Source: an optimization exercise on an open RTL-to-GDS flow (aim: a short achievable clock period and few clock cycles). Production flows keep margins and buffers that such runs may drop.
At most, simulation tests tie the RTL to the original design; equivalence was not proved.
Only the layout flow was run in runs 1 to 3; the RTL was not checked for function there.
Power is estimated from default activity; no workload was simulated.

[flow/constraint.sdc]
create_clock -name core_clock -period 7.5 [get_ports {clk}]
set_input_delay 1.5000 -clock core_clock [delete_from_list [all_inputs] [get_ports {clk}]]
set_output_delay 1.5000 -clock core_clock [all_outputs]
set_load 0.01 [all_outputs]
[flow/design.v]
`default_nettype none
module qsim_csa #(
  parameter int W = 30
) (
  input  logic [W-1:0] x,
  input  logic [W-1:0] y,
  input  logic [W-1:0] z,
  output logic [W-1:0] s,
  output logic [W-1:0] c
);
  logic [W-1:0] maj;
  assign s   = x ^ y ^ z;
  assign maj = (x & y) | (x & z) | (y & z);
  assign c   = {maj[W-2:0], 1'b0};
endmodule
module qsim_add16 (
  input  logic [15:0] a,
  input  logic [15:0] b,
  output logic [15:0] y
);
  logic [15:0] g0, p0, g1, p1, g2, p2, g3, p3, g4;
  assign g0 = a & b;
  assign p0 = a ^ b;
  assign g1 = g0 | (p0 & {g0[14:0], 1'b0});
  assign p1 = p0 & {p0[14:0], 1'b0};
  assign g2 = g1 | (p1 & {g1[13:0], 2'b0});
  assign p2 = p1 & {p1[13:0], 2'b0};
  assign g3 = g2 | (p2 & {g2[11:0], 4'b0});
  assign p3 = p2 & {p2[11:0], 4'b0};
  assign g4 = g3 | (p3 & {g3[7:0], 8'b0});
  assign y  = p0 ^ {g4[14:0], 1'b0};
endmodule
module qsim_carry14 (
  input  logic [13:0] a,
  input  logic [13:0] b,
  output logic        co
);
  logic [13:0] g0, p0, g1, p1, g2, p2, g3, p3, g4;
  assign g0 = a & b;
  assign p0 = a ^ b;
  assign g1 = g0 | (p0 & {g0[12:0], 1'b0});
  assign p1 = p0 & {p0[12:0], 1'b0};
  assign g2 = g1 | (p1 & {g1[11:0], 2'b0});
  assign p2 = p1 & {p1[11:0], 2'b0};
  assign g3 = g2 | (p2 & {g2[9:0], 4'b0});
  assign p3 = p2 & {p2[9:0], 4'b0};
  assign g4 = g3 | (p3 & {g3[5:0], 8'b0});
  assign co = g4[13];
endmodule
module qsim_benc (
  input  logic [15:0] b,
  output logic [7:0]  one,
  output logic [7:0]  two,
  output logic [7:0]  neg
);
  logic [16:0] bx;
  assign bx = {b, 1'b0};
  for (genvar k = 0; k < 8; k++) begin : g_dig
    assign one[k] = bx[2*k+1] ^ bx[2*k];
    assign two[k] = (bx[2*k+2] ^ bx[2*k+1]) & ~(bx[2*k+1] ^ bx[2*k]);
    assign neg[k] = bx[2*k+2];
  end
endmodule
module qsim_bmul (
  input  logic        clk,
  input  logic [15:0] a,
  input  logic [7:0]  one,
  input  logic [7:0]  two,
  input  logic [7:0]  neg,
  output logic [15:0] hs,
  output logic [15:0] hc,
  output logic        cl
);
  localparam int W = 30;
  localparam logic [W-1:0] SIGN_FIX = 30'h15560000;
  logic [17:0]  a1;
  logic [17:0]  a2;
  logic [7:0][17:0]  pp;
  logic [7:0][17:0]  pp_q;
  logic [7:0]        neg_q;
  logic [8:0][W-1:0] v;
  logic [5:0][W-1:0] l1;
  logic [3:0][W-1:0] l2;
  logic [1:0][W-1:0] l3;
  logic [1:0][W-1:0] l4;
  logic [1:0][W-1:0] r;
  logic [W-1:0] fs;
  logic [W-1:0] fc;
  assign a1 = {{2{a[15]}}, a};
  assign a2 = {a[15], a, 1'b0};
  for (genvar k = 0; k < 8; k++) begin : g_pp
    logic [17:0] row;
    assign row   = (({18{one[k]}} & a1) | ({18{two[k]}} & a2)) ^ {18{neg[k]}};
    assign pp[k] = {~row[17], row[16:0]};
  end
  always_ff @(posedge clk) begin
    pp_q  <= pp;
    neg_q <= neg;
  end
  for (genvar k = 0; k < 8; k++) begin : g_row
    assign v[k] = W'({12'd0, pp_q[k]} << (2*k));
  end
  assign v[8] = SIGN_FIX
              | W'({neg_q[7], 1'b0, neg_q[6], 1'b0, neg_q[5], 1'b0, neg_q[4], 1'b0,
                    neg_q[3], 1'b0, neg_q[2], 1'b0, neg_q[1], 1'b0, neg_q[0]});
  qsim_csa #(W) u_c10 (.x(v[0]),  .y(v[1]),  .z(v[2]),  .s(l1[0]), .c(l1[1]));
  qsim_csa #(W) u_c11 (.x(v[3]),  .y(v[4]),  .z(v[5]),  .s(l1[2]), .c(l1[3]));
  qsim_csa #(W) u_c12 (.x(v[6]),  .y(v[7]),  .z(v[8]),  .s(l1[4]), .c(l1[5]));
  qsim_csa #(W) u_c20 (.x(l1[0]), .y(l1[1]), .z(l1[2]), .s(l2[0]), .c(l2[1]));
  qsim_csa #(W) u_c21 (.x(l1[3]), .y(l1[4]), .z(l1[5]), .s(l2[2]), .c(l2[3]));
  qsim_csa #(W) u_c30 (.x(l2[0]), .y(l2[1]), .z(l2[2]), .s(l3[0]), .c(l3[1]));
  qsim_csa #(W) u_c40 (.x(l3[0]), .y(l3[1]), .z(l2[3]), .s(l4[0]), .c(l4[1]));
  always_ff @(posedge clk) begin
    r[0] <= l4[0];
    r[1] <= l4[1];
  end
  assign fs = r[0];
  assign fc = r[1];
  qsim_carry14 u_lo (.a(fs[13:0]), .b(fc[13:0]), .co(cl));
  assign hs = fs[29:14];
  assign hc = fc[29:14];
endmodule
module qsim_cmac (
  input  logic                    clk,
  input  logic [32-1:0] gate_data,
  input  logic [32-1:0] input_data,
  input  logic [32-1:0] scratch_data,
  input  logic                    state_sel,
  input  logic                    fwd1,
  input  logic [32-1:0] fwd1_data,
  input  logic                    fwd2,
  input  logic [32-1:0] fwd2_data,
  input  logic                    valid2,
  output logic [16-1:0]  re_s,
  output logic [16-1:0]  re_c,
  output logic                    re_b,
  output logic [16-1:0]  im_s,
  output logic [16-1:0]  im_c,
  output logic                    im_b
);
  localparam int AW = 16;
  logic [7:0]              gr_one, gr_two, gr_neg, gi_one, gi_two, gi_neg;
  logic [32-1:0] st;
  logic [AW-1:0] rr_s, rr_c, ii_s, ii_c, ri_s, ri_c, ir_s, ir_c;
  logic          rr_l, ii_l, ri_l, ir_l;
  logic [AW-1:0] re1_s, re1_c, im1_s, im1_c;
  logic [AW-1:0] re2_s, re2_c, im2_s, im2_c;
  qsim_benc u_enc_r (.b(gate_data[31:16]), .one(gr_one), .two(gr_two), .neg(gr_neg));
  qsim_benc u_enc_i (.b(gate_data[15:0]),  .one(gi_one), .two(gi_two), .neg(gi_neg));
  assign st = fwd1 ? fwd1_data :
              fwd2 ? fwd2_data :
              state_sel ? scratch_data : input_data;
  qsim_bmul u_rr (.clk(clk), .a(st[31:16]), .one(gr_one), .two(gr_two), .neg(gr_neg),
                  .hs(rr_s), .hc(rr_c), .cl(rr_l));
  qsim_bmul u_ii (.clk(clk), .a(st[15:0]),  .one(gi_one), .two(gi_two), .neg(gi_neg),
                  .hs(ii_s), .hc(ii_c), .cl(ii_l));
  qsim_bmul u_ri (.clk(clk), .a(st[15:0]),  .one(gr_one), .two(gr_two), .neg(gr_neg),
                  .hs(ri_s), .hc(ri_c), .cl(ri_l));
  qsim_bmul u_ir (.clk(clk), .a(st[31:16]), .one(gi_one), .two(gi_two), .neg(gi_neg),
                  .hs(ir_s), .hc(ir_c), .cl(ir_l));
  qsim_csa #(AW) u_re1 (.x(rr_s),  .y(rr_c), .z(~ii_s), .s(re1_s), .c(re1_c));
  qsim_csa #(AW) u_re2 (.x(re1_s), .y({re1_c[AW-1:1], 1'b1}), .z(~ii_c),
                        .s(re2_s), .c(re2_c));
  qsim_csa #(AW) u_im1 (.x(ri_s),  .y(ri_c), .z(ir_s),  .s(im1_s), .c(im1_c));
  qsim_csa #(AW) u_im2 (.x(im1_s), .y(im1_c), .z(ir_c), .s(im2_s), .c(im2_c));
  always_ff @(posedge clk) begin
    re_s <= valid2 ? re2_s : '0;
    re_c <= valid2 ? {re2_c[AW-1:1], rr_l} : '0;
    re_b <= valid2 & ~ii_l;
    im_s <= valid2 ? im2_s : '0;
    im_c <= valid2 ? {im2_c[AW-1:1], ri_l} : '0;
    im_b <= valid2 & ir_l;
  end
endmodule
`default_nettype wire
`default_nettype none
module qsim_top (
  input  logic                    clk,
  input  logic                    reset_n,
  input  logic                    dut_valid,
  output logic                    dut_ready,
  output logic [16-1:0] input_rd_addr,
  output logic                    input_wr_en,
  output logic [16-1:0] input_wr_addr,
  output logic [32-1:0] input_wr_data,
  input  logic [32-1:0] input_rd_data,
  output logic [16-1:0] scratch_rd_addr,
  output logic                    scratch_wr_en,
  output logic [16-1:0] scratch_wr_addr,
  output logic [32-1:0] scratch_wr_data,
  input  logic [32-1:0] scratch_rd_data,
  output logic [16-1:0] gates_rd_addr,
  input  logic [32-1:0] gates_rd_data,
  output logic                    out_wr_en,
  output logic [16-1:0] out_wr_addr,
  output logic [32-1:0] out_wr_data
);
  localparam int RAW_GAP = 4;
  localparam int AW      = 16;
  logic ready_q;
  logic busy;
  logic done_wb;
  logic accept;
  assign dut_ready = ready_q;
  assign accept    = dut_valid & ready_q;
  always_ff @(posedge clk) begin
    if (!reset_n) begin
      ready_q <= 1'b0;
      busy    <= 1'b0;
    end else if (accept) begin
      ready_q <= 1'b0;
      busy    <= 1'b1;
    end else if (done_wb) begin
      ready_q <= 1'b1;
      busy    <= 1'b0;
    end else begin
      ready_q <= ~busy;
    end
  end
  logic        first;
  logic        second;
  logic        q0_reg;
  logic        mz_reg;
  logic [15:0] mm1_reg;
  logic [3:0]  mask_reg;
  logic [2:0]  stall_reg;
  always_ff @(posedge clk) begin
    if (first) begin
      q0_reg   <= (input_rd_data[18:16] == 3'd0);
      mz_reg   <= (input_rd_data[15:0] == 16'd0);
      mm1_reg  <= input_rd_data[15:0] - 16'd1;
      mask_reg <= 4'((5'd1 << input_rd_data[18:16]) - 5'd1);
      case (input_rd_data[18:16])
        3'd0:    stall_reg <= 3'((RAW_GAP > 1)  ? RAW_GAP - 1  : 0);
        3'd1:    stall_reg <= 3'((RAW_GAP > 2)  ? RAW_GAP - 2  : 0);
        3'd2:    stall_reg <= 3'((RAW_GAP > 4)  ? RAW_GAP - 4  : 0);
        3'd3:    stall_reg <= 3'((RAW_GAP > 8)  ? RAW_GAP - 8  : 0);
        default: stall_reg <= 3'((RAW_GAP > 16) ? RAW_GAP - 16 : 0);
      endcase
    end
  end
  logic        iss;
  logic [15:0] ga;
  logic [3:0]  jc;
  logic [4:0]  ja;
  logic [3:0]  ic;
  logic [15:0] kc;
  logic [2:0]  st;
  logic        stop_q;
  logic        row_end;
  logic        pass_end;
  logic        last_pass;
  logic        halt;
  logic        fix_q0;
  logic        iv;
  assign row_end   = ~first & (jc == mask_reg);
  assign pass_end  = row_end & (ic == mask_reg);
  assign last_pass = (kc == mm1_reg);
  assign halt      = stop_q | (second & mz_reg);
  assign fix_q0    = second & q0_reg;
  assign iv        = iss & (st == 3'd0) & ~halt & ~fix_q0;
  always_ff @(posedge clk) begin
    if (!reset_n) begin
      iss    <= 1'b0;
      first  <= 1'b0;
      second <= 1'b0;
      ga     <= '0;
      jc     <= '0;
      ja     <= '0;
      ic     <= '0;
      kc     <= '0;
      st     <= '0;
      stop_q <= 1'b0;
    end else if (accept) begin
      iss    <= 1'b1;
      first  <= 1'b1;
      second <= 1'b0;
      ga     <= '0;
      jc     <= '0;
      ja     <= 5'd1;
      ic     <= '0;
      kc     <= '0;
      st     <= '0;
      stop_q <= 1'b0;
    end else if (iss) begin
      first  <= 1'b0;
      second <= first;
      if (halt) begin
        iss <= 1'b0;
        ga  <= '0;
        jc  <= '0;
        ja  <= '0;
      end else if (fix_q0) begin
        jc     <= '0;
        ja     <= 5'd1;
        kc     <= 16'd1;
        st     <= 3'(RAW_GAP - 2);
        stop_q <= (mm1_reg == 16'd0);
      end else if (st != 3'd0) begin
        st <= st - 3'd1;
      end else begin
        ga <= ga + 16'd1;
        if (row_end) begin
          jc <= '0;
          ja <= 5'd1;
          if (pass_end) begin
            ic     <= '0;
            kc     <= kc + 16'd1;
            st     <= stall_reg;
            stop_q <= last_pass;
          end else begin
            ic <= ic + 4'd1;
          end
        end else begin
          jc <= jc + 4'd1;
          ja <= ja + 5'd1;
        end
      end
    end
  end
  assign gates_rd_addr   = ga;
  assign input_rd_addr   = {11'd0, ja};
  assign scratch_rd_addr = {12'd0, jc};
  logic        t1_v, t1_first, t1_jl, t1_pe, t1_par;
  logic [3:0]  t1_i;
  logic [15:0] t1_k;
  logic [7:0]  t2, t3, t4;
  logic        t1_kill;
  logic        t1_rowend;
  logic        t1_passend;
  logic        t1_last;
  always_ff @(posedge clk) begin
    if (!reset_n) begin
      t1_v     <= 1'b0;
      t1_first <= 1'b0;
    end else begin
      t1_v     <= iv;
      t1_first <= first;
    end
    t1_jl  <= row_end;
    t1_pe  <= pass_end;
    t1_par <= kc[0];
    t1_i   <= ic;
    t1_k   <= kc;
  end
  assign t1_rowend  = t1_first ? q0_reg : t1_jl;
  assign t1_passend = t1_first ? q0_reg : t1_pe;
  assign t1_kill    = t1_first & mz_reg;
  assign t1_last    = t1_passend & (t1_k == mm1_reg);
  always_ff @(posedge clk) begin
    if (!reset_n) begin
      t2 <= '0;
      t3 <= '0;
      t4 <= '0;
    end else begin
      t2 <= {t1_v & ~t1_kill, t1_rowend, t1_par,
             (t1_v & ~t1_kill & t1_last) | t1_kill, t1_i};
      t3 <= t2;
      t4 <= t3;
    end
  end
  logic          ta_v, ta_jl, ta_par, ta_done;
  logic [3:0]    ta_i;
  logic          ta_row;
  logic [AW-1:0] re_s, re_c, im_s, im_c;
  logic          re_b, im_b;
  logic          fwd1_q, fwd2_q;
  logic          we_out, we_scr, we_in;
  logic [31:0]   wd_f, wd_fd;
  logic [3:0]    wa_f;
  logic          wd_par;
  assign ta_v    = t4[7];
  assign ta_jl   = t4[6];
  assign ta_par  = t4[5];
  assign ta_done = t4[4];
  assign ta_i    = t4[3:0];
  assign ta_row  = ta_v & ta_jl;
  always_ff @(posedge clk) begin
    fwd1_q <= ta_row & (ta_i == jc) & (ta_par != kc[0]);
    fwd2_q <= we_out & (wa_f == jc) & (wd_par != kc[0]);
  end
  qsim_cmac u_cmac (
    .clk          (clk),
    .gate_data    (gates_rd_data),
    .input_data   (input_rd_data),
    .scratch_data (scratch_rd_data),
    .state_sel    (t1_par),
    .fwd1         (fwd1_q),
    .fwd1_data    (wd_f),
    .fwd2         (fwd2_q),
    .fwd2_data    (wd_fd),
    .valid2       (t3[7]),
    .re_s         (re_s),
    .re_c         (re_c),
    .re_b         (re_b),
    .im_s         (im_s),
    .im_c         (im_c),
    .im_b         (im_b)
  );
  logic          clr_re, keep_im;
  logic [AW-1:0] base_re, base_im;
  logic [AW-1:0] acc_re, acc_im;
  logic [AW-1:0] cr_s, cr_c, ci_s, ci_c;
  logic [AW-1:0] sum_re, sum_im;
  logic [31:0]   sum;
  logic [31:0]   wd_o, wd_s, wd_i;
  logic [3:0]    wa_o, wa_s;
  logic [4:0]    wai;
  assign base_re = acc_re & {AW{~clr_re}};
  assign base_im = acc_im & {AW{keep_im}};
  qsim_csa #(AW) u_acc_re (.x(base_re), .y(re_s), .z(re_c), .s(cr_s), .c(cr_c));
  qsim_csa #(AW) u_acc_im (.x(base_im), .y(im_s), .z(im_c), .s(ci_s), .c(ci_c));
  qsim_add16 u_add_re (.a(cr_s), .b({cr_c[AW-1:1], re_b}), .y(sum_re));
  qsim_add16 u_add_im (.a(ci_s), .b({ci_c[AW-1:1], im_b}), .y(sum_im));
  assign sum = {sum_re, sum_im};
  always_ff @(posedge clk) begin
    acc_re  <= sum_re;
    acc_im  <= sum_im;
    clr_re  <= ta_row | ~busy;
    keep_im <= ~ta_row & busy;
    wd_o    <= sum;
    wd_s    <= sum & {32{~ta_par}};
    wd_i    <= sum & {32{ta_par}};
    wa_o    <= ta_i;
    wa_s    <= ta_i & {4{~ta_par}};
    wai     <= {1'b0, ta_i} + 5'd1;
    wd_f    <= sum & {32{ta_row}};
    wa_f    <= ta_i;
    wd_par  <= ta_par;
    wd_fd   <= wd_f;
  end
  always_ff @(posedge clk) begin
    if (!reset_n) begin
      we_out  <= 1'b0;
      we_scr  <= 1'b0;
      we_in   <= 1'b0;
      done_wb <= 1'b0;
    end else begin
      we_out  <= ta_row;
      we_scr  <= ta_row & ~ta_par;
      we_in   <= ta_row & ta_par;
      done_wb <= ta_done;
    end
  end
  assign out_wr_en       = we_out;
  assign out_wr_addr     = {12'd0, wa_o};
  assign out_wr_data     = wd_o;
  assign scratch_wr_en   = we_scr;
  assign scratch_wr_addr = {12'd0, wa_s};
  assign scratch_wr_data = wd_s;
  assign input_wr_en     = we_in;
  assign input_wr_addr   = {11'd0, wai};
  assign input_wr_data   = wd_i;
endmodule
`default_nettype wire
[flow/config.mk]
export PLATFORM = sky130hd
export DESIGN_NAME = qsim_top
export DESIGN_NICKNAME = qsim_top
export VERILOG_FILES = /design/flow/design.v
export SDC_FILE = /design/flow/constraint.sdc
export NUM_CORES = 4
export LEC_CHECK = 0
export ABC_CLOCK_PERIOD_IN_PS = 1500
export CAP_MARGIN = 20
export CORE_MARGIN = 2
export CORE_UTILIZATION = 55
export SETUP_SLACK_MARGIN = 5
export SLEW_MARGIN = 20
[flow/run.sh]
#!/bin/bash
# synth_recipe.tcl (not shown) runs the flow's synth.tcl, then flattens the netlist and writes it again
# the make line also repeats each setting of config.mk as NAME=value (left out here)
make -C /OpenROAD-flow-scripts/flow DESIGN_CONFIG=/design/flow/config.mk WORK_HOME=/design/flow/orfs CLKGATE_MAP_FILE= SYNTH_SCRIPT=/design/flow/synth_recipe.tcl finish
==> out/results.ini, run 1 <==
[clock_network]
clk_path_buf_depth=3
cts_buffers=133
holdBufCountCts=0
path_clk_slew_ns=0.06
cts_tree=done
insertion_delay_ns=0.79
cts.sink_count=1174
clockRootBuffer=clkbuf_16
htreeDepth=4

[yosys]
yosysSeqAreaShare_pct=35.9
syn_inst=6888
avgSynthCellArea_um2=9.59
synth_warnings=3
yosysUniqueCellTypes=83
ys_ff_latch=1174
yosys-mux-area-fraction_pct=6.60
synth_fa_ha_area_share_pct=18.8
synth-simple-area-share_pct=12.3
synth_top_family_by_area=adder cells
synth_xor_area_share_pct=2.88
syn_area_um2=66100
ys.flop_type=dfxtp_1
synth_compound_area_share_pct=14.0
synth_edf_count=24
ys_async_sr_fraction_pct=0

[sta]
clock.fmax_mhz=332
relSlewSlack_pct=25.5
min_period_ns=3.01
rsz0062_at_grt=yes
tns_ns=0
skew_ns=0.0305
period_share_pct=40.2
hold_viol_final=0
setup_violations=0
tightest_slew_ns=1.11
slew_violations=0
setup_ws_ns=4.49

[grt]
track_usage_pct=48.8
grt_pass1_vias=57900
antenna_found_initial=40
grt_overflow_total=0
grt_max_degree=49
grt_pass1_wl_um=423000

[critical_path]
slowest_delay_ns=0.49
cp_data_required_time_ns=8.17
cp_top_family=adder cells
startpoint_type=register
path_class=reg -> reg
slowest_stage=fa_1
crit_fanout=6
cp.arrival_ns=3.68
crit_buf_inv=2
crit_path_cell_trace=nand2b_4 > fa_1 > inv_2 > ha_4 > fa_2 > a21oi_4 > o21ai_4 > a21o_4 > a221oi_4 > buf_6 > mux2_4
cp-end-kind=register

[layout]
area_growth_pct=30.5
nFillCells=8708
nets=8256
final_common_cell=dfxtp_1
layout_common_cells=dfxtp_1 (996), inv_1 (629), nand2_1 (500)
drive_gt1_share_pct=31.1

[die]
core_area_um2=119000
dieWidth_um=351
fp.dieH_um=351
die-area_um2=123000
initial_core_util_pct=55.3
ios=295
num_rows=127

[route]
num_vias=61300
antenna_left=0
dr.pass1.iters=13
wirelength_um=313000
vias_per_cell=6.68
wl_per_cell_um=34.2
drt_iter0_drc=9301
post-route-drc-count=0

[power]
vdd_ir_drop_max_mv=0.286
leakage_uw=0.0394
p_per_area_nw_per_um2=288

[worst_hold_path]
hp-class=reg -> reg

[status]
status=timing/DRC/antenna clean

[placement]
dp_hpwl_um=160000
routabilityCongestion=0.969
port_buffers=236
post-place-ws_ns=2.71

[flow_run]
drv_cap=0

==> path summary, 6_finish.rpt <==
check | start | end | slack, ns | cells after the start
worst min register to register | wd_f[26] | wd_fd[26] | 0.35 | 0
worst max register to register | clr_re | wd_s[28] | 4.49 | 11
worst min-delay path | wd_f[26] | wd_fd[26] | 0.35 | 0
worst max-delay path | clr_re | wd_s[28] | 4.49 | 11
==> final cells by class <==
cell class	instances	area, um^2	area share, %
Antenna cell	27	67.6	0.0784
Clock buffer	182	3760	4.36
Clock inverter	53	706	0.818
Inverter	721	2730	3.16
Multi-Input combinational cell	4441	41000	47.6
Sequential cell	1174	24000	27.8
Tap cell	1612	2020	2.34
Timing Repair Buffer	963	11900	13.8
==> cell usage after synthesis, types with 16 or more instances <==
cell | instances | share of area (%)
a21oi_1 | 448 | 3.4
xor2_1 | 69 | 0.91
or3_1 | 387 | 3.7
a22o_1 | 60 | 0.80
xnor2_1 | 148 | 2.0
o211ai_1 | 374 | 4.2
nand3_1 | 52 | 0.39
ha_1 | 269 | 5.1
mux2_4 | 26 | 0.59
or2_2 | 16 | 0.15
nor2_1 | 209 | 1.2
a211oi_1 | 18 | 0.20
o211ai_4 | 24 | 0.77
inv_1 | 720 | 4.1
nand4_1 | 38 | 0.36
o21ai_0 | 137 | 1.0
buf_4 | 68 | 0.77
o21a_1 | 16 | 0.18
buf_2 | 85 | 0.64
nand2b_1 | 68 | 0.64
edfxtp_1 | 24 | 1.1
mux2_2 | 18 | 0.31
and3_1 | 20 | 0.19
a21o_1 | 20 | 0.23
dfxtp_1 | 1150 | 35
a22oi_1 | 40 | 0.45
buf_1 | 21 | 0.12
a221oi_1 | 17 | 0.23
buf_12 | 24 | 0.73
clkbuf_1 | 451 | 2.6
nor3_1 | 32 | 0.24
and2_1 | 128 | 1.2
a221o_1 | 16 | 0.24
buf_6 | 29 | 0.49
or3b_2 | 19 | 0.25
fa_1 | 454 | 14
mux2i_1 | 371 | 5.6
nor2b_1 | 16 | 0.15
nand2_1 | 557 | 3.2
o22ai_1 | 62 | 0.59
a31oi_1 | 18 | 0.17
==> per-stage QoR <==
stage | hold WS (ns) | area (um^2) | utilization [%] | power, uW | cells
final | 0.352 | 86200 | 72.2 | 24800 | 9173
after global routing | 0.362 | 86200 | 72.1 | 25700 | 9148
after CTS | 0.352 | 84000 | 70.3 | 23700 | 9046
after detailed placement | 0.341 | 70300 | 58.8 | 16100 | 8250
after global placement | 0.336 | 70300 | 58.8 | 16000 | 8250
after floorplan | 0.326 | 69300 | - | 12600 | 6945
==> power by group <==
| group | internal [uW] | switching [uW] |
|---|---|---|
| clock | 3930 | 2890 |
| sequential | 7410 | 562 |
| combinational | 4040 | 6020 |
==> timing repair <==
item | in CTS | in global routing
pin swaps | 268 | 214
gates cloned | 107 | 14
setup endpoints to repair | 914 | 815
gates resized for setup | 1683 | 409
setup buffers | 454 | 86
hold endpoints to repair | 0 | 0
==> logic make-up after synthesis <==
logic type               count (synthesis)
buffers and inverters                 1401
adder cells (fa/ha/maj)                723
multiplexers                           418
other                                    1
flip-flops                            1174
XOR/XNOR                               217
AND/OR/NAND/NOR                       1596
AO/OA/AOI/OAI                         1358
==> layer usage <==
layer | global-route usage [%] | part of all wire, % | vias to the layer above
met3 | 26.1 | 17 | 2088
met4 | 38.7 | 11 | 36
met2 | 65.4 | 38 | 5578
li1 | - | - | 24300
met1 | 57.3 | 34 | 29300
met5 | 4.63 | 0.31 | -
==> inputs of run 2 (changes only) <==
--- a/flow/design.v
+++ b/flow/design.v
@@ -16,11 +16,12 @@
 module qsim_add16 (
   input  logic [15:0] a,
   input  logic [15:0] b,
+  input  logic        ci,
   output logic [15:0] y
 );
   logic [15:0] g0, p0, g1, p1, g2, p2, g3, p3, g4;
-  assign g0 = a & b;
   assign p0 = a ^ b;
+  assign g0 = (a & b) | {15'd0, p0[0] & ci};
   assign g1 = g0 | (p0 & {g0[14:0], 1'b0});
   assign p1 = p0 & {p0[14:0], 1'b0};
   assign g2 = g1 | (p1 & {g1[13:0], 2'b0});
@@ -28,7 +29,7 @@
   assign g3 = g2 | (p2 & {g2[11:0], 4'b0});
   assign p3 = p2 & {p2[11:0], 4'b0};
   assign g4 = g3 | (p3 & {g3[7:0], 8'b0});
-  assign y  = p0 ^ {g4[14:0], 1'b0};
+  assign y  = p0 ^ {g4[14:0], ci};
 endmodule
 module qsim_carry14 (
   input  logic [13:0] a,
@@ -82,8 +83,7 @@
   logic [5:0][W-1:0] l1;
   logic [3:0][W-1:0] l2;
   logic [1:0][W-1:0] l3;
-  logic [1:0][W-1:0] l4;
-  logic [1:0][W-1:0] r;
+  logic [2:0][W-1:0] r;
   logic [W-1:0] fs;
   logic [W-1:0] fc;
   assign a1 = {{2{a[15]}}, a};
@@ -109,13 +109,12 @@
   qsim_csa #(W) u_c20 (.x(l1[0]), .y(l1[1]), .z(l1[2]), .s(l2[0]), .c(l2[1]));
   qsim_csa #(W) u_c21 (.x(l1[3]), .y(l1[4]), .z(l1[5]), .s(l2[2]), .c(l2[3]));
   qsim_csa #(W) u_c30 (.x(l2[0]), .y(l2[1]), .z(l2[2]), .s(l3[0]), .c(l3[1]));
-  qsim_csa #(W) u_c40 (.x(l3[0]), .y(l3[1]), .z(l2[3]), .s(l4[0]), .c(l4[1]));
   always_ff @(posedge clk) begin
-    r[0] <= l4[0];
-    r[1] <= l4[1];
+    r[0] <= l3[0];
+    r[1] <= l3[1];
+    r[2] <= l2[3];
   end
-  assign fs = r[0];
-  assign fc = r[1];
+  qsim_csa #(W) u_c40 (.x(r[0]), .y(r[1]), .z(r[2]), .s(fs), .c(fc));
   qsim_carry14 u_lo (.a(fs[13:0]), .b(fc[13:0]), .co(cl));
   assign hs = fs[29:14];
   assign hc = fc[29:14];
@@ -130,13 +129,9 @@
   input  logic [32-1:0] fwd1_data,
   input  logic                    fwd2,
   input  logic [32-1:0] fwd2_data,
-  input  logic                    valid2,
-  output logic [16-1:0]  re_s,
-  output logic [16-1:0]  re_c,
-  output logic                    re_b,
-  output logic [16-1:0]  im_s,
-  output logic [16-1:0]  im_c,
-  output logic                    im_b
+  input  logic                    valid3,
+  output logic [16-1:0]  re,
+  output logic [16-1:0]  im
 );
   localparam int AW = 16;
   logic [7:0]              gr_one, gr_two, gr_neg, gi_one, gi_two, gi_neg;
@@ -145,6 +140,9 @@
   logic          rr_l, ii_l, ri_l, ir_l;
   logic [AW-1:0] re1_s, re1_c, im1_s, im1_c;
   logic [AW-1:0] re2_s, re2_c, im2_s, im2_c;
+  logic [AW-1:0] re_s, re_c, im_s, im_c;
+  logic          re_b, im_b;
+  logic [AW-1:0] re_sum, im_sum;
   qsim_benc u_enc_r (.b(gate_data[31:16]), .one(gr_one), .two(gr_two), .neg(gr_neg));
   qsim_benc u_enc_i (.b(gate_data[15:0]),  .one(gi_one), .two(gi_two), .neg(gi_neg));
   assign st = fwd1 ? fwd1_data :
@@ -164,12 +162,18 @@
   qsim_csa #(AW) u_im1 (.x(ri_s),  .y(ri_c), .z(ir_s),  .s(im1_s), .c(im1_c));
   qsim_csa #(AW) u_im2 (.x(im1_s), .y(im1_c), .z(ir_c), .s(im2_s), .c(im2_c));
   always_ff @(posedge clk) begin
-    re_s <= valid2 ? re2_s : '0;
-    re_c <= valid2 ? {re2_c[AW-1:1], rr_l} : '0;
-    re_b <= valid2 & ~ii_l;
-    im_s <= valid2 ? im2_s : '0;
-    im_c <= valid2 ? {im2_c[AW-1:1], ri_l} : '0;
-    im_b <= valid2 & ir_l;
+    re_s <= re2_s;
+    re_c <= {re2_c[AW-1:1], rr_l};
+    re_b <= ~ii_l;
+    im_s <= im2_s;
+    im_c <= {im2_c[AW-1:1], ri_l};
+    im_b <= ir_l;
+  end
+  qsim_add16 u_re (.a(re_s), .b(re_c), .ci(re_b), .y(re_sum));
+  qsim_add16 u_im (.a(im_s), .b(im_c), .ci(im_b), .y(im_sum));
+  always_ff @(posedge clk) begin
+    re <= valid3 ? re_sum : '0;
+    im <= valid3 ? im_sum : '0;
   end
 endmodule
 `default_nettype wire
@@ -195,7 +199,7 @@
   output logic [16-1:0] out_wr_addr,
   output logic [32-1:0] out_wr_data
 );
-  localparam int RAW_GAP = 4;
+  localparam int RAW_GAP = 5;
   localparam int AW      = 16;
   logic ready_q;
   logic busy;
@@ -324,7 +328,7 @@
   logic        t1_v, t1_first, t1_jl, t1_pe, t1_par;
   logic [3:0]  t1_i;
   logic [15:0] t1_k;
-  logic [7:0]  t2, t3, t4;
+  logic [7:0]  t2, t3, t4, t5;
   logic        t1_kill;
   logic        t1_rowend;
   logic        t1_passend;
@@ -352,28 +356,29 @@
       t2 <= '0;
       t3 <= '0;
       t4 <= '0;
+      t5 <= '0;
     end else begin
       t2 <= {t1_v & ~t1_kill, t1_rowend, t1_par,
              (t1_v & ~t1_kill & t1_last) | t1_kill, t1_i};
       t3 <= t2;
       t4 <= t3;
+      t5 <= t4;
     end
   end
   logic          ta_v, ta_jl, ta_par, ta_done;
   logic [3:0]    ta_i;
   logic          ta_row;
-  logic [AW-1:0] re_s, re_c, im_s, im_c;
-  logic          re_b, im_b;
+  logic [AW-1:0] re, im;
   logic          fwd1_q, fwd2_q;
   logic          we_out, we_scr, we_in;
   logic [31:0]   wd_f, wd_fd;
   logic [3:0]    wa_f;
   logic          wd_par;
-  assign ta_v    = t4[7];
-  assign ta_jl   = t4[6];
-  assign ta_par  = t4[5];
-  assign ta_done = t4[4];
-  assign ta_i    = t4[3:0];
+  assign ta_v    = t5[7];
+  assign ta_jl   = t5[6];
+  assign ta_par  = t5[5];
+  assign ta_done = t5[4];
+  assign ta_i    = t5[3:0];
   assign ta_row  = ta_v & ta_jl;
   always_ff @(posedge clk) begin
     fwd1_q <= ta_row & (ta_i == jc) & (ta_par != kc[0]);
@@ -389,18 +394,13 @@
     .fwd1_data    (wd_f),
     .fwd2         (fwd2_q),
     .fwd2_data    (wd_fd),
-    .valid2       (t3[7]),
-    .re_s         (re_s),
-    .re_c         (re_c),
-    .re_b         (re_b),
-    .im_s         (im_s),
-    .im_c         (im_c),
-    .im_b         (im_b)
+    .valid3       (t4[7]),
+    .re           (re),
+    .im           (im)
   );
   logic          clr_re, keep_im;
   logic [AW-1:0] base_re, base_im;
   logic [AW-1:0] acc_re, acc_im;
-  logic [AW-1:0] cr_s, cr_c, ci_s, ci_c;
   logic [AW-1:0] sum_re, sum_im;
   logic [31:0]   sum;
   logic [31:0]   wd_o, wd_s, wd_i;
@@ -408,10 +408,8 @@
   logic [4:0]    wai;
   assign base_re = acc_re & {AW{~clr_re}};
   assign base_im = acc_im & {AW{keep_im}};
-  qsim_csa #(AW) u_acc_re (.x(base_re), .y(re_s), .z(re_c), .s(cr_s), .c(cr_c));
-  qsim_csa #(AW) u_acc_im (.x(base_im), .y(im_s), .z(im_c), .s(ci_s), .c(ci_c));
-  qsim_add16 u_add_re (.a(cr_s), .b({cr_c[AW-1:1], re_b}), .y(sum_re));
-  qsim_add16 u_add_im (.a(ci_s), .b({ci_c[AW-1:1], im_b}), .y(sum_im));
+  qsim_add16 u_add_re (.a(base_re), .b(re), .ci(1'b0), .y(sum_re));
+  qsim_add16 u_add_im (.a(base_im), .b(im), .ci(1'b0), .y(sum_im));
   assign sum = {sum_re, sum_im};
   always_ff @(posedge clk) begin
     acc_re  <= sum_re;
--- a/flow/config.mk
+++ b/flow/config.mk
@@ -8,6 +8,8 @@
 export ABC_CLOCK_PERIOD_IN_PS = 1500
 export CAP_MARGIN = 20
 export CORE_MARGIN = 2
-export CORE_UTILIZATION = 55
+export CORE_UTILIZATION = 45
+export CTS_CLUSTER_DIAMETER = 100
+export CTS_CLUSTER_SIZE = 20
 export SETUP_SLACK_MARGIN = 5
 export SLEW_MARGIN = 20
==> run 2 against run 1 <==
Net effect:
- die area increased by 34%
- critical path type is now reg -> out
- largest cell class unchanged
- clock skew is 0.020 ns higher
- sequential cell count increased by 116
- hold slack got worse by 0.021 ns
- still clean
- synthesized cell count up 21%
- power barely moved
- first-iteration DRC count up 7.1%
- combinational power up 14%
- via count is 6.5% higher
- sequential share of layout area grew 2.0 points
- clock-buffer cell count is 100 lower
- wire length fell by 0.62%
- highest routed layer unchanged
==> out/results.ini, run 2 <==
[sta]
skew_ns=0.0504  ; +0.0199 ns
relSlewSlack_pct=17.3  ; -8.2 points
clock.fmax_mhz=363  ; +9.4%
holdWs_ns=0.331  ; -0.0209 ns
period_share_pct=36.7  ; -3.5 points
tightest_slew_ns=1.24  ; +0.129 ns
slew_violations=0  ; unchanged
hold_viol_final=0  ; unchanged
min_period_ns=2.75  ; -0.259 ns
setup_violations=0  ; unchanged
tns_ns=0  ; unchanged
rsz0062_at_grt=yes

[die]
num_rows=147  ; +16%
die-area_um2=165000  ; +34%
ios=295  ; unchanged
core_area_um2=161000  ; +34%
dieWidth_um=406  ; +16%
initial_core_util_pct=45.3  ; -10 points
fp.dieH_um=406  ; +16%

[critical_path]
crit_fanout=1  ; -5
path_class=reg -> out
slowest_stage=dfxtp_4
crit_path_cell_trace=buf_6
cp-end-kind=primary output
startpoint_type=register
cp.arrival_ns=1.25  ; -2.43 ns
cp_data_required_time_ns=6.00  ; -2.17 ns
cp_top_family=flip-flops
slowest_delay_ns=0.37  ; -0.12 ns
crit_buf_inv=1  ; -1

[yosys]
yosys-top-cells-count=dfxtp_1 (1,266), nand2_1 (895), nor2_1 (865)
synth_warnings=3  ; unchanged
yosysUniqueCellTypes=77  ; -7.2%
syn_area_um2=72700  ; +10%
yosys.area.top_type_share_pct=34.9  ; about the same
yosysSeqAreaShare_pct=35.8  ; -0.085 points
avgSynthCellArea_um2=8.71  ; -9.2%
yosys-top-cells-area=dfxtp_1 (35%), fa_1 (12%), ha_1 (5.1%)
ys_async_sr_fraction_pct=0  ; unchanged
syn_inst=8351  ; +21%
synth_most_common_cell=dfxtp_1
synth_edf_count=24  ; unchanged
ys_ff_latch=1290  ; +9.9%
ys.flop_type=dfxtp_1
synth_top_cell_by_area=dfxtp_1

[grt]
grt_pass1_vias=57800  ; -0.26%
grt_max_degree=209  ; +330%
grt_overflow_total=0  ; unchanged
grt_pass1_wl_um=424000  ; +0.21%
track_usage_pct=35.9  ; -13 points
antenna_found_initial=24  ; -40%

[power]
leakage_uw=0.0363  ; -8.0%
power.total_uw=24800  ; about the same
vdd_ir_drop_max_mv=0.310  ; +8.4%
p_per_area_nw_per_um2=282  ; -2.1%

[placement]
port_buffers=236  ; unchanged
routabilityCongestion=0.858  ; -11%
dp_hpwl_um=139000  ; -13%

[clock_network]
insertion_delay_ns=0.79  ; about the same
cts_buffers=75  ; -44%
holdBufCountCts=0  ; unchanged
cts.sink_count=1290  ; +9.9%
clockRootBuffer=clkbuf_16
cts_tree=done
clk_path_buf_depth=3  ; unchanged
path_clk_slew_ns=0.09  ; +0.03 ns
htreeDepth=3  ; -1

[route]
num_vias=65300  ; +6.5%
vias_per_cell=6.19  ; -7.4%
antenna_left=0  ; unchanged
post-route-drc-count=0  ; unchanged
drt_iter0_drc=9963  ; +7.1%
wl_per_cell_um=29.5  ; -14%
dr.pass1.iters=8  ; -5
wirelength_um=311000  ; -0.62%

[layout]
layout_common_cells=dfxtp_1 (1,164), nand2_1 (887), nor2_1 (831)
final_common_cell=dfxtp_1
nets=9193  ; +11%
area_growth_pct=21.0
drive_gt1_share_pct=21.3  ; -9.7 points

[flow_run]
drv_cap=0  ; unchanged

[worst_hold_path]
hp-class=reg -> reg

[status]
status=timing/DRC/antenna clean

==> run 2: cell count changes in the layout (fill, tap and decap cells not counted), sizes merged, moves of 116 or more <==
cell,previous run,this run
o211ai,403,5
or3,387,5
mux2i,373,66
o22ai,62,395
nand2,566,895
buf,892,610
a21oi,449,570
o21ai,147,504
maj3,0,389
nor2,211,867
dfxtp,1150,1266
inv,727,557
a31oi,18,319
==> run 2: path summary, 6_finish.rpt <==
| check | startpoint | endpoint | slack, ns | cells past startpoint |
|---|---|---|---|---|
| worst min register to register | u_cmac.u_ir.pp_q[1] | u_cmac.u_ir.r[1] | 0.33 | 0 |
| worst min-delay path | u_cmac.u_ir.pp_q[1] | u_cmac.u_ir.r[1] | 0.33 | 0 |
| worst max-delay path | wd_s[15] | scratch_wr_data[15] | 4.75 | 1 |
| worst max register to register | wd_o[16] | wd_i[30] | 4.99 | 12 |
==> run 2: metrics by stage <==
stage | util (%) | area [um^2] | worst slack (ns) | cells
finish | 54.8 | 88000 | 4.75 | 10600
global placement | 47.2 | 75700 | 3.43 | 9998
global route | 54.8 | 88000 | 4.71 | 10500
CTS | 53.3 | 85600 | 4.74 | 10500
detailed placement | 47.2 | 75700 | 3.40 | 9998
floorplan | - | 74600 | 4.40 | 8408
==> run 2: layer usage <==
layer | vias to the layer above | GRT usage [%] | routed length, um
li1 | 28100 | - | -
met1 | 31200 | 44.4 | 111000
met2 | 4587 | 50.6 | 124000
met3 | 1401 | 11.9 | 43200
met4 | 20 | 29.6 | 33400
met5 | - | 0 | 219
==> run 2: cells by family after synthesis <==
kind of cell,Yosys count,share of synthesized area (%)
fa+ha+maj,1116,22.5
compound gates,2049,16.6
other cells,1,0.00516
mux,95,1.42
xor+xnor,250,3.01
buf+inv,1443,8.50
simple gates,2107,12.1
flops,1290,35.8
==> run 2: layout make-up <==
type	count	area [um^2]
Fill cell	14000	72600
Multi-Input combinational cell	5783	46200
Sequential cell	1290	26300
Timing Repair Buffer	663	8610
Tap cell	2160	2700
Inverter	554	2080
Clock buffer	82	1920
Clock inverter	11	191
Antenna cell	12	30.0
==> run 2: timing repair <==
item / in CTS / in global routing
cloned: 141 / 16
hold endpoints to repair: 0 / 0
endpoints found under the setup margin: 825 / 629
pin swaps: 133 / 120
setup buffers: 222 / 73
gates resized for setup: 1442 / 341
==> run 2: power breakdown <==
part	leakage (uW)	switching, uW	internal, uW
clock	0.00103	2590	1870
combinational	0.0244	6980	4550
sequential	0.0108	582	8250
total	0.0363	10100	14700
==> inputs of run 3 (changes only) <==
--- a/flow/design.v
+++ b/flow/design.v
@@ -62,59 +62,55 @@
     assign neg[k] = bx[2*k+2];
   end
 endmodule
-module qsim_bmul (
+module qsim_bmul #(
+  parameter bit INV = 1'b0
+) (
   input  logic        clk,
   input  logic [15:0] a,
-  input  logic [7:0]  one,
-  input  logic [7:0]  two,
-  input  logic [7:0]  neg,
+  input  logic [7:0]  one_in,
+  input  logic [7:0]  two_in,
+  input  logic [7:0]  neg_in,
   output logic [15:0] hs,
   output logic [15:0] hc,
   output logic        cl
 );
   localparam int W = 30;
   localparam logic [W-1:0] SIGN_FIX = 30'h15560000;
-  logic [17:0]  a1;
-  logic [17:0]  a2;
-  logic [7:0][17:0]  pp;
-  logic [7:0][17:0]  pp_q;
-  logic [7:0]        neg_q;
+  logic [7:0]        one;
+  logic [7:0]        two;
+  logic [7:0]        neg;
+  logic [17:0]       a1;
+  logic [17:0]       a2;
   logic [8:0][W-1:0] v;
   logic [5:0][W-1:0] l1;
   logic [3:0][W-1:0] l2;
+  logic [3:0][W-1:0] r;
   logic [1:0][W-1:0] l3;
-  logic [2:0][W-1:0] r;
-  logic [W-1:0] fs;
-  logic [W-1:0] fc;
-  assign a1 = {{2{a[15]}}, a};
-  assign a2 = {a[15], a, 1'b0};
+  logic [W-1:0]      fs;
+  logic [W-1:0]      fc;
+  assign one = INV ? ~one_in : one_in;
+  assign two = INV ? ~two_in : two_in;
+  assign neg = INV ? ~neg_in : neg_in;
+  assign a1  = {{2{a[15]}}, a};
+  assign a2  = {a[15], a, 1'b0};
   for (genvar k = 0; k < 8; k++) begin : g_pp
     logic [17:0] row;
-    assign row   = (({18{one[k]}} & a1) | ({18{two[k]}} & a2)) ^ {18{neg[k]}};
-    assign pp[k] = {~row[17], row[16:0]};
-  end
-  always_ff @(posedge clk) begin
-    pp_q  <= pp;
-    neg_q <= neg;
-  end
-  for (genvar k = 0; k < 8; k++) begin : g_row
-    assign v[k] = W'({12'd0, pp_q[k]} << (2*k));
+    assign row  = (({18{one[k]}} & a1) | ({18{two[k]}} & a2)) ^ {18{neg[k]}};
+    assign v[k] = W'({12'd0, ~row[17], row[16:0]} << (2*k));
   end
   assign v[8] = SIGN_FIX
-              | W'({neg_q[7], 1'b0, neg_q[6], 1'b0, neg_q[5], 1'b0, neg_q[4], 1'b0,
-                    neg_q[3], 1'b0, neg_q[2], 1'b0, neg_q[1], 1'b0, neg_q[0]});
+              | W'({neg[7], 1'b0, neg[6], 1'b0, neg[5], 1'b0, neg[4], 1'b0,
+                    neg[3], 1'b0, neg[2], 1'b0, neg[1], 1'b0, neg[0]});
   qsim_csa #(W) u_c10 (.x(v[0]),  .y(v[1]),  .z(v[2]),  .s(l1[0]), .c(l1[1]));
   qsim_csa #(W) u_c11 (.x(v[3]),  .y(v[4]),  .z(v[5]),  .s(l1[2]), .c(l1[3]));
   qsim_csa #(W) u_c12 (.x(v[6]),  .y(v[7]),  .z(v[8]),  .s(l1[4]), .c(l1[5]));
   qsim_csa #(W) u_c20 (.x(l1[0]), .y(l1[1]), .z(l1[2]), .s(l2[0]), .c(l2[1]));
   qsim_csa #(W) u_c21 (.x(l1[3]), .y(l1[4]), .z(l1[5]), .s(l2[2]), .c(l2[3]));
-  qsim_csa #(W) u_c30 (.x(l2[0]), .y(l2[1]), .z(l2[2]), .s(l3[0]), .c(l3[1]));
   always_ff @(posedge clk) begin
-    r[0] <= l3[0];
-    r[1] <= l3[1];
-    r[2] <= l2[3];
+    r <= l2;
   end
-  qsim_csa #(W) u_c40 (.x(r[0]), .y(r[1]), .z(r[2]), .s(fs), .c(fc));
+  qsim_csa #(W) u_c30 (.x(r[0]),  .y(r[1]),  .z(r[2]),  .s(l3[0]), .c(l3[1]));
+  qsim_csa #(W) u_c40 (.x(l3[0]), .y(l3[1]), .z(r[3]),  .s(fs),    .c(fc));
   qsim_carry14 u_lo (.a(fs[13:0]), .b(fc[13:0]), .co(cl));
   assign hs = fs[29:14];
   assign hc = fc[29:14];
@@ -135,7 +131,11 @@
 );
   localparam int AW = 16;
   logic [7:0]              gr_one, gr_two, gr_neg, gi_one, gi_two, gi_neg;
+  logic [7:0]              rr_one, rr_two, rr_neg, ii_one, ii_two, ii_neg;
+  logic [7:0]              ri_one, ri_two, ri_neg, ir_one, ir_two, ir_neg;
   logic [32-1:0] st;
+  logic [32-1:0] s_q;
+  logic [32-1:0] s_qn;
   logic [AW-1:0] rr_s, rr_c, ii_s, ii_c, ri_s, ri_c, ir_s, ir_c;
   logic          rr_l, ii_l, ri_l, ir_l;
   logic [AW-1:0] re1_s, re1_c, im1_s, im1_c;
@@ -148,14 +148,30 @@
   assign st = fwd1 ? fwd1_data :
               fwd2 ? fwd2_data :
               state_sel ? scratch_data : input_data;
-  qsim_bmul u_rr (.clk(clk), .a(st[31:16]), .one(gr_one), .two(gr_two), .neg(gr_neg),
-                  .hs(rr_s), .hc(rr_c), .cl(rr_l));
-  qsim_bmul u_ii (.clk(clk), .a(st[15:0]),  .one(gi_one), .two(gi_two), .neg(gi_neg),
-                  .hs(ii_s), .hc(ii_c), .cl(ii_l));
-  qsim_bmul u_ri (.clk(clk), .a(st[15:0]),  .one(gr_one), .two(gr_two), .neg(gr_neg),
-                  .hs(ri_s), .hc(ri_c), .cl(ri_l));
-  qsim_bmul u_ir (.clk(clk), .a(st[31:16]), .one(gi_one), .two(gi_two), .neg(gi_neg),
-                  .hs(ir_s), .hc(ir_c), .cl(ir_l));
+  always_ff @(posedge clk) begin
+    rr_one <= gr_one;
+    rr_two <= gr_two;
+    rr_neg <= gr_neg;
+    ri_one <= ~gr_one;
+    ri_two <= ~gr_two;
+    ri_neg <= ~gr_neg;
+    ii_one <= gi_one;
+    ii_two <= gi_two;
+    ii_neg <= gi_neg;
+    ir_one <= ~gi_one;
+    ir_two <= ~gi_two;
+    ir_neg <= ~gi_neg;
+    s_q    <= st;
+    s_qn   <= ~st;
+  end
+  qsim_bmul #(1'b0) u_rr (.clk(clk), .a(s_q[31:16]),  .one_in(rr_one), .two_in(rr_two),
+                          .neg_in(rr_neg), .hs(rr_s), .hc(rr_c), .cl(rr_l));
+  qsim_bmul #(1'b0) u_ii (.clk(clk), .a(s_q[15:0]),   .one_in(ii_one), .two_in(ii_two),
+                          .neg_in(ii_neg), .hs(ii_s), .hc(ii_c), .cl(ii_l));
+  qsim_bmul #(1'b1) u_ri (.clk(clk), .a(~s_qn[15:0]),  .one_in(ri_one), .two_in(ri_two),
+                          .neg_in(ri_neg), .hs(ri_s), .hc(ri_c), .cl(ri_l));
+  qsim_bmul #(1'b1) u_ir (.clk(clk), .a(~s_qn[31:16]), .one_in(ir_one), .two_in(ir_two),
+                          .neg_in(ir_neg), .hs(ir_s), .hc(ir_c), .cl(ir_l));
   qsim_csa #(AW) u_re1 (.x(rr_s),  .y(rr_c), .z(~ii_s), .s(re1_s), .c(re1_c));
   qsim_csa #(AW) u_re2 (.x(re1_s), .y({re1_c[AW-1:1], 1'b1}), .z(~ii_c),
                         .s(re2_s), .c(re2_c));
--- a/flow/config.mk
+++ b/flow/config.mk
@@ -8,7 +8,7 @@
 export ABC_CLOCK_PERIOD_IN_PS = 1500
 export CAP_MARGIN = 20
 export CORE_MARGIN = 2
-export CORE_UTILIZATION = 45
+export CORE_UTILIZATION = 50
 export CTS_CLUSTER_DIAMETER = 100
 export CTS_CLUSTER_SIZE = 20
 export SETUP_SLACK_MARGIN = 5
==> run 3 against run 2 <==
Net effect:
- critical path type unchanged
- first-iteration DRC count fell by 76%
- largest power group unchanged
- hold slack improved by 0.016 ns
- critical path depth unchanged
- via count fell by 47%
- final cell count shrank 40%
- synthesized area is 30% lower
- largest cell class unchanged
- sequential cell count down 351
- register-to-register slack lost 0.05 ns
- synthesized cell count shrank 41%
- global-route usage is 9.8 points lower
==> out/results.ini, run 3 <==
[grt]
grt_pass1_vias=34500  ; -40%
grt_overflow_total=0  ; unchanged
grt_pass1_wl_um=209000  ; -51%
track_usage_pct=26.1  ; -9.8 points
antenna_found_initial=6  ; -75%
grt_max_degree=65  ; -69%

[sta]
slew_violations=0  ; unchanged
clock.fmax_mhz=369  ; +1.5%
tightest_slew_ns=1.17  ; -0.0721 ns
skew_ns=0.0341  ; -0.0163 ns
min_period_ns=2.71  ; -0.0398 ns
period_share_pct=36.2  ; -0.53 points
setup_violations=0  ; unchanged
rsz0062_at_grt=yes
relSlewSlack_pct=21.7  ; +4.4 points
hold_viol_final=0  ; unchanged
tns_ns=0  ; unchanged

[clock_network]
cts_tree=done
cts.sink_count=939  ; -27%
path_clk_slew_ns=0.09  ; about the same
insertion_delay_ns=0.70  ; -0.09 ns
cts_buffers=53  ; -29%
clockRootBuffer=clkbuf_16
clk_path_buf_depth=3  ; unchanged
htreeDepth=2  ; -1

[route]
post-route-drc-count=0  ; unchanged
antenna_left=0  ; unchanged
wirelength_um=137000  ; -56%
dr.pass1.iters=6  ; -2
wl_per_cell_um=21.5  ; -27%
drt_iter0_drc=2387  ; -76%
vias_per_cell=5.43  ; -12%
num_vias=34600  ; -47%

[critical_path]
crit_buf_inv=1  ; unchanged
cp.arrival_ns=1.21  ; -0.04 ns
startpoint_type=register
crit_path_cell_trace=buf_6
slowest_delay_ns=0.40  ; +0.03 ns
cp_top_family=flip-flops
crit_fanout=1  ; unchanged
crit_cells=1  ; unchanged
cp-end-kind=primary output
cp_data_required_time_ns=6.00  ; about the same
path_class=reg -> out
reg2regPathDepth=6  ; -6
slowest_stage=dfxtp_4

[yosys]
synth_top_family_by_area=adder cells
yosys-mux-area-fraction_pct=0.410  ; -1.0 points
synth_warnings=4  ; +1
yosysSeqAreaShare_pct=37.4  ; +1.6 points
synth_top_cell_by_area=dfxtp_1
avgSynthCellArea_um2=10.3  ; +18%
ys_async_sr_fraction_pct=0  ; unchanged
synth_most_common_cell=dfxtp_1
syn_area_um2=50900  ; -30%
synth_fa_ha_area_share_pct=23.9  ; +1.4 points
yosysUniqueCellTypes=72  ; -6.5%
ys_ff_latch=939  ; -27%
synth_compound_area_share_pct=11.6  ; -5.0 points
yosys-top-cells-area=dfxtp_1 (36%), fa_1 (17%), xnor2_1 (8.8%)
yosys.area.top_type_share_pct=35.9  ; +1.1 points
ys.flop_type=dfxtp_1
syn_inst=4946  ; -41%
synth_edf_count=25  ; +4.2%
yosys-top-cells-count=dfxtp_1 (914), inv_1 (558), xnor2_1 (513)
synth_xor_area_share_pct=11.6  ; +8.6 points
synth-simple-area-share_pct=7.36  ; -4.7 points

[layout]
nFillCells=8915  ; -36%
final_common_cell=dfxtp_1
area_growth_pct=11.1
nets=5794  ; -37%
layout_common_cells=dfxtp_1 (698), inv_1 (552), xnor2_1 (511)
drive_gt1_share_pct=13.2  ; -8.1 points

[flow_run]
drv_cap=0  ; unchanged

[worst_hold_path]
hold_path_depth=0  ; unchanged
hp-class=reg -> reg

[die]
ios=295  ; unchanged
die-area_um2=104000  ; -37%
initial_core_util_pct=50.2  ; +4.9 points
core_area_um2=101000  ; -37%
dieWidth_um=323  ; -20%
num_rows=117  ; -20%
fp.dieH_um=323  ; -20%

[power]
vdd_ir_drop_max_mv=0.289  ; -6.8%
p_per_area_nw_per_um2=366  ; +30%
power.total_uw=20700  ; -17%
leakage_uw=0.0239  ; -34%

[placement]
dp_hpwl_um=101000  ; -27%
routabilityCongestion=0.911  ; +6.2%
port_buffers=236  ; unchanged

[status]
status=timing/DRC/antenna clean

-- run 3: cell types whose count changed after synthesis, sizes merged, moves of 272 or more --
| cell | previous run | this run |
|---|---|---|
| nor2 | 866 | 187 |
| nand2 | 895 | 134 |
| o21ai | 504 | 80 |
| xnor2 | 143 | 513 |
| dfxtp | 1266 | 914 |
| a21oi | 570 | 101 |
| a31oi | 319 | 17 |
| maj3 | 389 | 0 |
| buf | 341 | 69 |
-- run 3: routing by layer --
layer | wire [um] | track usage (%) | vias up | share of wire (%)
met3 | 8760 | 4.04 | 185 | 6.4
met2 | 62800 | 42.2 | 1149 | 46
met1 | 61700 | 36.7 | 17100 | 45
met5 | 7 | 0 | - | 0.0051
met4 | 3360 | 6.76 | 2 | 2.5
li1 | - | - | 16100 | -
-- run 3: power by group --
part / internal, uW / switching [uW] / leakage (uW)
clock network: 1330 / 1720 / 0.000729
logic: 4720 / 5810 / 0.0153
registers: 6340 / 805 / 0.00787
-- run 3: cell type report --
cell class	instances	area, um^2	area share, %
diodes	1	2.50	0.00442
clock buffers	64	1400	2.47
clock inverters	6	98.8	0.175
inverters	561	2110	3.74
multi-input cells	3080	28800	50.9
flip-flops and latches	939	19400	34.2
well taps	1368	1710	3.03
repair buffers	342	3090	5.47
-- run 3: worst paths after layout --
path	slack, ns	start	to
worst min register to register	0.35	wd_f[13]	wd_fd[13]
worst max-delay path	4.79	wd_s[15]	scratch_wr_data[15]
worst min-delay path	0.35	wd_f[13]	wd_fd[13]
worst max register to register	4.94	u_cmac.u_ri.r[15]	u_cmac.im_s[1]
-- run 3: stage by stage --
step	setup WS (ns)	hold slack [ns]	utilization, %	area, um^2	cells
global route	4.74	0.350	55.7	56600	6361
finish	4.79	0.347	55.7	56600	6361
floorplan	4.26	0.329	-	51200	5003
detailed placement	3.40	0.337	52.9	53600	6212
CTS	4.70	0.346	55.1	55900	6343
global placement	3.47	0.334	52.9	53600	6211
-- run 3: repair_timing --
item | 4_1_cts | 5_1_grt
pin swaps | 29 | 47
hold buffers | 0 | 0
setup endpoints to repair | 406 | 336
gates resized for setup | 916 | 166
setup buffers | 61 | 17
-- run 3: logic make-up after synthesis --
kind of cell,after synthesis
other,1
XOR/XNOR,674
adder cells (fa/ha/maj),718
multiplexers,20
AO/OA/AOI/OAI,876
buffers and inverters,984
AND/OR/NAND/NOR,734
flip-flops,939
==> inputs of run 4 (changes only) <==
--- a/flow/design.v
+++ b/flow/design.v
@@ -240,15 +240,16 @@
   logic        first;
   logic        second;
   logic        q0_reg;
-  logic        mz_reg;
+  logic [15:0] m_reg;
+  logic        mz;
+  logic        m_is1;
   logic [15:0] mm1_reg;
   logic [3:0]  mask_reg;
   logic [2:0]  stall_reg;
   always_ff @(posedge clk) begin
     if (first) begin
       q0_reg   <= (input_rd_data[18:16] == 3'd0);
-      mz_reg   <= (input_rd_data[15:0] == 16'd0);
-      mm1_reg  <= input_rd_data[15:0] - 16'd1;
+      m_reg    <= input_rd_data[15:0];
       mask_reg <= 4'((5'd1 << input_rd_data[18:16]) - 5'd1);
       case (input_rd_data[18:16])
         3'd0:    stall_reg <= 3'((RAW_GAP > 1)  ? RAW_GAP - 1  : 0);
@@ -258,7 +259,12 @@
         default: stall_reg <= 3'((RAW_GAP > 16) ? RAW_GAP - 16 : 0);
       endcase
     end
+    if (second) begin
+      mm1_reg <= m_reg - 16'd1;
+    end
   end
+  assign mz    = (m_reg == 16'd0);
+  assign m_is1 = (m_reg == 16'd1);
   logic        iss;
   logic [15:0] ga;
   logic [3:0]  jc;
@@ -276,7 +282,7 @@
   assign row_end   = ~first & (jc == mask_reg);
   assign pass_end  = row_end & (ic == mask_reg);
   assign last_pass = (kc == mm1_reg);
-  assign halt      = stop_q | (second & mz_reg);
+  assign halt      = stop_q | (second & mz);
   assign fix_q0    = second & q0_reg;
   assign iv        = iss & (st == 3'd0) & ~halt & ~fix_q0;
   always_ff @(posedge clk) begin
@@ -315,7 +321,7 @@
         ja     <= 5'd1;
         kc     <= 16'd1;
         st     <= 3'(RAW_GAP - 2);
-        stop_q <= (mm1_reg == 16'd0);
+        stop_q <= m_is1;
       end else if (st != 3'd0) begin
         st <= st - 3'd1;
       end else begin
@@ -365,8 +371,8 @@
   end
   assign t1_rowend  = t1_first ? q0_reg : t1_jl;
   assign t1_passend = t1_first ? q0_reg : t1_pe;
-  assign t1_kill    = t1_first & mz_reg;
-  assign t1_last    = t1_passend & (t1_k == mm1_reg);
+  assign t1_kill    = t1_first & mz;
+  assign t1_last    = t1_passend & (t1_first ? m_is1 : (t1_k == mm1_reg));
   always_ff @(posedge clk) begin
     if (!reset_n) begin
       t2 <= '0;
--- a/flow/config.mk
+++ b/flow/config.mk
@@ -8,7 +8,7 @@
 export ABC_CLOCK_PERIOD_IN_PS = 1500
 export CAP_MARGIN = 20
 export CORE_MARGIN = 2
-export CORE_UTILIZATION = 50
+export CORE_UTILIZATION = 62
 export CTS_CLUSTER_DIAMETER = 100
 export CTS_CLUSTER_SIZE = 20
 export SETUP_SLACK_MARGIN = 5
==> run 4 against run 3 <==
Net effect:
- synthesized cell count shrank 0.34%
- final cell count decreased by 4.8%
- non-clock buffer count rose by 13
- clock skew down 0.014 ns
- sequential power up 1%
- wire length down 3.0%
- hold slack gained 0.0068 ns
- worst setup slack improved by 0.055 ns
- highest routed layer unchanged
==> out/results.ini, run 4 <==
[power]
leakage_uw=0.0242  ; +1.3%
p_per_area_nw_per_um2=373  ; +1.7%
vdd_ir_drop_max_mv=0.374  ; +30%

[grt]
grt_max_degree=73  ; +12%
grt_pass1_vias=35000  ; +1.6%
grt_overflow_total=0  ; unchanged
track_usage_pct=30.9  ; +4.8 points
grt_pass1_wl_um=204000  ; -2.3%
antenna_found_initial=8  ; +2

[layout]
drive_gt1_share_pct=13.5  ; +0.25 points
final_common_cell=dfxtp_1
final_cell_area_um2=56900  ; +0.63%
finish.utilization_pct=69.3  ; +14 points
nets=5790  ; -0.069%
layout_common_cells=dfxtp_1 (721), inv_1 (560), xnor2_1 (527)
area_growth_pct=10.6

[sta]
tightest_slew_ns=1.13  ; -0.0313 ns
relSlewSlack_pct=24.2  ; +2.5 points
skew_ns=0.0198  ; -0.0143 ns
min_period_ns=2.66  ; -0.0555 ns
setup_violations=0  ; unchanged
slew_violations=0  ; unchanged
rsz0062_at_grt=yes
holdWs_ns=0.354  ; +0.00678 ns
hold_viol_final=0  ; unchanged
tns_ns=0  ; unchanged
period_share_pct=35.4  ; -0.74 points
clock.fmax_mhz=376  ; +2.1%

[yosys]
yosys-top-cells-count=dfxtp_1 (914), inv_1 (569), xnor2_1 (535)
yosys-top-cells-area=dfxtp_1 (36%), fa_1 (17%), xnor2_1 (9.1%)
syn_inst=4929  ; -0.34%
ys_ff_latch=954  ; +1.6%
synth_warnings=4  ; unchanged
yosysSeqAreaShare_pct=37.9  ; +0.50 points
yosysUniqueCellTypes=81  ; +13%
synth_edf_count=40  ; +60%
ys_async_sr_fraction_pct=0  ; unchanged
syn_area_um2=51400  ; +1.0%
ys.flop_type=dfxtp_1
synth_top_cell_by_area=dfxtp_1
synth_most_common_cell=dfxtp_1
yosys.area.top_type_share_pct=35.6  ; -0.36 points
avgSynthCellArea_um2=10.4  ; +1.4%

[die]
ios=295  ; unchanged
die-area_um2=85300  ; -18%
initial_core_util_pct=62.6  ; +12 points
num_rows=105  ; -10%
core_area_um2=82100  ; -19%
fp.dieH_um=292  ; -9.6%
dieWidth_um=292  ; -9.6%

[placement]
dp_hpwl_um=95800  ; -5.2%
routabilityCongestion=0.910  ; -0.20%
port_buffers=236  ; unchanged
postPlaceCellArea_um2=53700  ; +0.10%

[status]
status=timing/DRC/antenna clean

[critical_path]
crit_path_cell_trace=buf_6
cp_data_required_time_ns=6.00  ; about the same
startpoint_type=register
crit_fanout=1  ; unchanged
path_class=reg -> out
slowest_stage=dfxtp_4
crit_buf_inv=1  ; unchanged
cp-end-kind=primary output
slowest_delay_ns=0.39  ; about the same
cp_top_family=flip-flops
cp.arrival_ns=1.16  ; -0.05 ns

[route]
wirelength_um=132000  ; -3.0%
drt_iter0_drc=2896  ; +21%
wl_per_cell_um=21.9  ; +1.9%
post-route-drc-count=0  ; unchanged
dr.pass1.iters=6  ; unchanged
num_vias=35200  ; +1.8%
vias_per_cell=5.82  ; +7.0%
antenna_left=0  ; unchanged

[clock_network]
path_clk_slew_ns=0.08  ; about the same
cts_tree=done
insertion_delay_ns=0.67  ; -0.03 ns
cts_buffers=53  ; unchanged
clockRootBuffer=clkbuf_16
htreeDepth=2  ; unchanged
holdBufCountCts=0  ; unchanged
cts.sink_count=954  ; +1.6%
clk_path_buf_depth=3  ; unchanged

[flow_run]
drv_cap=0  ; unchanged

[worst_hold_path]
hp-class=reg -> reg

run 4: path summary, 6_finish.rpt:
| check | startpoint | to | slack, ns | depth (start not counted) |
|---|---|---|---|---|
| hold / removal | wd_f[19] | wd_fd[19] | 0.35 | 0 |
| hold reg to reg | wd_f[19] | wd_fd[19] | 0.35 | 0 |
| setup / recovery | wd_s[30] | scratch_wr_data[30] | 4.84 | 1 |
| setup reg to reg | clr_re | wd_i[28] | 4.85 | 12 |
run 4: report_power, final:
part	total, uW	switching, uW	leakage (uW)	internal, uW
clock	3010	1680	0.000712	1330
combinational	11000	6030	0.0155	4940
sequential	7240	810	0.00800	6430
total	21200	8520	0.0242	12700
run 4: timing repair:
action                                  4_1_cts  5_1_grt
resized for setup                           895      157
endpoints found under the setup margin      364      331
pin swaps                                    42       54
buffers inserted                             67       28
gates cloned                                  0        2
run 4: logic make-up (layout without fill, tap and decap cells):
logic type	count (synthesis)	after routing	share of synthesized area [%]
AO/OA/AOI/OAI	874	875	11.7
XOR/XNOR	688	688	11.7
adder cells (fa/ha/maj)	720	720	23.7
buffers and inverters	998	993	7.80
flip-flops	954	954	37.9
multiplexers	14	14	0.285
other	1	61	0.00729
AND/OR/NAND/NOR	680	680	6.86
run 4: final cells by class:
type	instances	area, um^2
Antenna cell	3	7.51
Clock buffer	62	1370
Clock inverter	4	96.3
Fill cell	6318	25200
Inverter	572	2160
Multi-Input combinational cell	3035	28900
Sequential cell	954	19800
Tap cell	1070	1340
Timing Repair Buffer	355	3250
run 4: metrics by stage:
stage	cells	worst slack, ns	total power, uW
after floorplan	4986	5.01	14300
after global placement	5889	3.21	17600
after detailed placement	5889	3.18	18000
after CTS	6022	4.82	21200
after global routing	6052	4.75	23400
final	6055	4.84	21200
run 4: metal layers:
layer	GRT usage [%]	wire, um	vias up
li1	-	-	16100
met1	42.6	55700	17400
met2	49.1	60600	1439
met3	5.85	11300	247
met4	10.6	4780	10
met5	0	59	-
run 4: worst reg2reg max path, cell delays in order (launching register included):
cell and delay, ns:
dfxtp_4 0.38, buf_6 0.10, nor2b_4 0.04, ha_4 0.16, fa_2 0.39, a211oi_2 0.24
o21bai_2 0.11, buf_4 0.15, a211o_1 0.30, a21oi_2 0.20, xor2_2 0.26, inv_1 0.09
and2_1 0.16
Testbench counts of run 4, summed over its fixed seeds: cycles 42,501.

## afterwards: timing with drivers on the ports
How much do the figures lean on ideal ports? The routed layouts below were timed once more, with nothing changed but the port constraints.
Step 1, drivers: a clkbuf_16 drives clk and a buf_2 each remaining input, both assumed.
Step 2 adds t to the input delays and takes it off the output delays; t is the mean of the earliest and latest rising clock arrival at the registers after step 1. Input paths then give back, and output paths get back, about the clock's delay inside the block.
Slacks: ideal ports / drivers / drivers and shift; pairs: ideal ports / drivers.
| run | shift t [ns] | slack for setup (ns) | worst setup path after step 2 |
|---|---|---|---|
| run 1 | 0.860 | 4.488 / 4.488 / 4.029 | input to register |
| run 2 | 0.853 | 4.747 / 4.653 / 4.102 | input to register |
| run 3 | 0.756 | 4.787 / 4.716 / 4.080 | input to register |
| run 4 | 0.722 | 4.842 / 4.776 / 4.277 | input to register |
After both steps every run listed still meets setup and hold. The setup slack of run 3, which loses most, moves by -0.071 ns with the drivers and by -0.707 ns with both steps.
